This design comes from an exercise in tuning for a short achievable clock period and few clock cycles per item on the open sky130 flow, not from production work. In this exercise RTL edits were held to simulation tests only and were not proved equivalent to the original. The clock input has no modelled driver; a real chip could not lean on it and would need a root buffer or a full tree.

== rev 12 ==
==> module fm_frontend_top, before the edit <==
module fm_frontend_top (
    input  logic                 clock,
    input  logic                 i_rst_n,
    input  logic                 i_in_wr_en,
    input  fm_sample_pkg::byte_t i_in_din,
    output logic                 o_in_full,
    input  logic                 i_out_rd_en,
    output fm_sample_pkg::iq_t   o_out_iq,
    output logic                 o_out_empty
);
    localparam int unsigned YW = 32;
    logic       rst_q;
    logic       acc_q;
    logic       last_q;
    logic [7:0] din_q;
    logic       full_r;
    logic       next_last;
    always_ff @(posedge clock) begin
        rst_q  <= i_rst_n;
        acc_q  <= i_in_wr_en && !full_r && i_rst_n;
        last_q <= i_in_wr_en && !full_r && i_rst_n && next_last;
        din_q  <= i_in_din;
    end
    assign o_in_full = full_r;
    logic        done;
    logic [15:0] xi_new;
    logic [15:0] xq_new;
    logic [303:0] hist_i;
    logic [303:0] hist_q;
    iq_decode iq_decode_inst (
        .clock   (clock),
        .i_rst_n (rst_q),
        .i_acc   (acc_q),
        .i_last  (last_q),
        .o_next_last(next_last),
        .i_byte  (din_q),
        .o_done  (done),
        .o_xi    (xi_new),
        .o_xq    (xq_new),
        .o_hist_i(hist_i),
        .o_hist_q(hist_q)
    );
    logic [YW-1:0] ps_i, pc_i, ps_q, pc_q;
    fir_partial fir_i_inst (.clock(clock), .i_hist(hist_i), .o_ps(ps_i), .o_pc(pc_i));
    fir_partial fir_q_inst (.clock(clock), .i_hist(hist_q), .o_ps(ps_q), .o_pc(pc_q));
    function automatic logic [2*YW-1:0] final_csa(
        input logic [YW-1:0] ps,
        input logic [YW-1:0] pc,
        input logic [15:0]   x
    );
        logic [YW-1:0] ux;
        logic [YW-1:0] s;
        logic [YW-1:0] c;
        ux = {{(YW-16){1'b0}}, ~x[15], x[14:0]};
        s  = ps ^ pc ^ ux;
        c  = {((ps[YW-2:0] & pc[YW-2:0]) | (ps[YW-2:0] & ux[YW-2:0]) |
               (pc[YW-2:0] & ux[YW-2:0])), 1'b0};
        final_csa = {s, c};
    endfunction
    logic [YW-1:0] yis_r, yic_r;
    logic [YW-1:0] yqs_r, yqc_r;
    logic [YW-1:0] yi;
    logic [YW-1:0] yq;
    logic          yv_r;
    always_ff @(posedge clock) begin
        {yis_r, yic_r} <= final_csa(ps_i, pc_i, xi_new);
        {yqs_r, yqc_r} <= final_csa(ps_q, pc_q, xq_new);
        if (!rst_q) begin
            yv_r <= 1'b0;
        end else begin
            yv_r <= done;
        end
    end
    logic [YW-1:0] yi_r;
    logic [YW-1:0] yq_r;
    logic          yv2_r;
    always_ff @(posedge clock) begin
        yi_r <= yis_r + yic_r;
        yq_r <= yqs_r + yqc_r;
        if (!rst_q) begin
            yv2_r <= 1'b0;
        end else begin
            yv2_r <= yv_r;
        end
    end
    assign yi = yi_r;
    assign yq = yq_r;
    logic [2*YW-1:0] head;
    logic            head_empty;
    logic            pop_q;
    sample_fifo #(
        .WIDTH(2*YW),
        .DEPTH(2)
    ) out_fifo_inst (
        .clock  (clock),
        .i_rst_n(rst_q),
        .i_wr_en(yv2_r),
        .i_din  ({yi, yq}),
        .i_rd_en(i_out_rd_en),
        .o_dout (head),
        .o_empty(head_empty),
        .o_pop  (pop_q)
    );
    assign o_out_empty = head_empty;
    assign o_out_iq = head;
    localparam int unsigned CAP = 2;
    localparam int unsigned CW  = $clog2(CAP + 2);
    logic [CW-1:0] commit_cnt;
    logic [CW-1:0] commit_nxt;
    always_comb begin
        commit_nxt = commit_cnt;
        if (!rst_q) begin
            commit_nxt = '0;
        end else begin
            case ({done, pop_q})
                2'b10:   commit_nxt = commit_cnt + 1'b1;
                2'b01:   commit_nxt = commit_cnt - 1'b1;
                default: commit_nxt = commit_cnt;
            endcase
        end
    end
    always_ff @(posedge clock) begin
        commit_cnt <= commit_nxt;
        full_r     <= (commit_nxt >= CW'(CAP));
    end
endmodule
clock: 12.0 ns
lec_check: 0
cap_margin: 20
core_margin: 2
core_utilization: 40
slew_margin: 20
standard.sh (not shown) runs the stock make flow with config.mk's settings and CLKGATE_MAP_FILE= SYNTH_SCRIPT=/design/flow/synth_recipe.tcl, a recipe that flattens the netlist after the stock synthesis.
==> flow/flow/run.sh <==
#!/bin/bash
# Standard synthesis and layout (the standard.sh), with:
#  - repair_timing asked for extra setup slack, port buffers made plain
#    buffers, and other ORFS knobs listed in knobs.txt;
#  - after clock tree synthesis, custom_cts.tcl rebuilds the clock tree as
#    port -> 4 mid inverters -> leaf inverting buffers -> flip-flops.
# The whole ORFS output goes to standard_flow.log in the work folder.
set -euo pipefail
here="$(cd "$(dirname "${BASH_SOURCE[0]}")" && pwd)"
mapfile -t knobs < <(grep -v '^#' "$here/knobs.txt" | grep -v '^ *$')
bash standard.sh "${knobs[@]}" "POST_CTS_TCL=$here/custom_cts.tcl" finish > standard_flow.log 2>&1
Other scripts of this flow, unchanged in this note and not shown: flow/flow/custom_cts.tcl, flow/flow/knobs.txt
No stage failed in rev 12, and the final checks on the layout all came back clean.
Testbench counts of rev 12, summed over its fixed seeds: cycles 8,224, items 2,048.
Relative to rev 12, the following input files were edited for rev 13:
--- a/flow/design.v
+++ b/flow/design.v
@@ -2583,10 +2583,11 @@
     logic [7:0] din_q;
     logic       full_r;
     logic       next_last;
+    logic       full_int;
     always_ff @(posedge clock) begin
         rst_q  <= i_rst_n;
-        acc_q  <= i_in_wr_en && !full_r && i_rst_n;
-        last_q <= i_in_wr_en && !full_r && i_rst_n && next_last;
+        acc_q  <= i_in_wr_en && !full_int && i_rst_n;
+        last_q <= i_in_wr_en && !full_int && i_rst_n && next_last;
         din_q  <= i_in_din;
     end
     assign o_in_full = full_r;
@@ -2691,5 +2692,6 @@
         commit_cnt <= commit_nxt;
         full_r     <= (commit_nxt >= CW'(CAP));
     end
+    assign full_int = (commit_cnt >= CW'(CAP));
 endmodule
 `default_nettype wire
--- outcome ---
Summary of rev 13 over rev 12: final critical path time including I/O delays and setup now smaller; first-iteration DRC count now smaller; layout sequential cell count comparable; global-route usage now smaller; sequential fraction of total cell area comparable. Number of standard cells in the final layout excluding fillers: rev 13 > rev 12. | synthesized cell count | higher: rev 13 |. Comparing rev 12 with rev 13, the utilization came out essentially unchanged. Going from rev 12 to rev 13, average wire length per cell after detail routing shrinks by 0.31 um. ~same synthesized area in rev 13 and rev 12.
Testbench counts of rev 13, summed over its fixed seeds: cycles 8,224, items 2,048.
No run of this note takes its clock network from TritonCTS; it comes from the design's own scripts or RTL.

-- static timing again, ports no longer ideal --
The results above use ideal ports. As a check the final layouts listed here were re-extracted and re-timed, cells and wires unchanged.
Step 1 assumes that a clkbuf_16 drives the clock port and a buf_2 every other input.
Step 2 adds t to the input delays and takes it off the output delays; t is the mean of the earliest and latest rising clock arrival at the registers after step 1. Input paths then give back, and output paths get back, about the clock's delay inside the block.
a / b / c = ideal / step 1 / step 2; a / b = the first two.
| run | shift t [ns] | setup WS [ns] | worst hold slack (ns) | slew at the worst register clock pin (ns) |
|---|---|---|---|---|
| rev 12 | 0.645 | 8.716 / 8.437 / 8.542 | 0.330 / 0.330 / 0.330 | 0.11 / 0.11 |
| rev 13 | 0.642 | 8.760 / 8.473 / 8.553 | 0.323 / 0.323 / 0.323 | 0.10 / 0.10 |
After both steps setup and hold are still met in every run listed. The setup slack of rev 13, which loses most, moves by -0.287 ns with the drivers and by -0.207 ns with both steps.
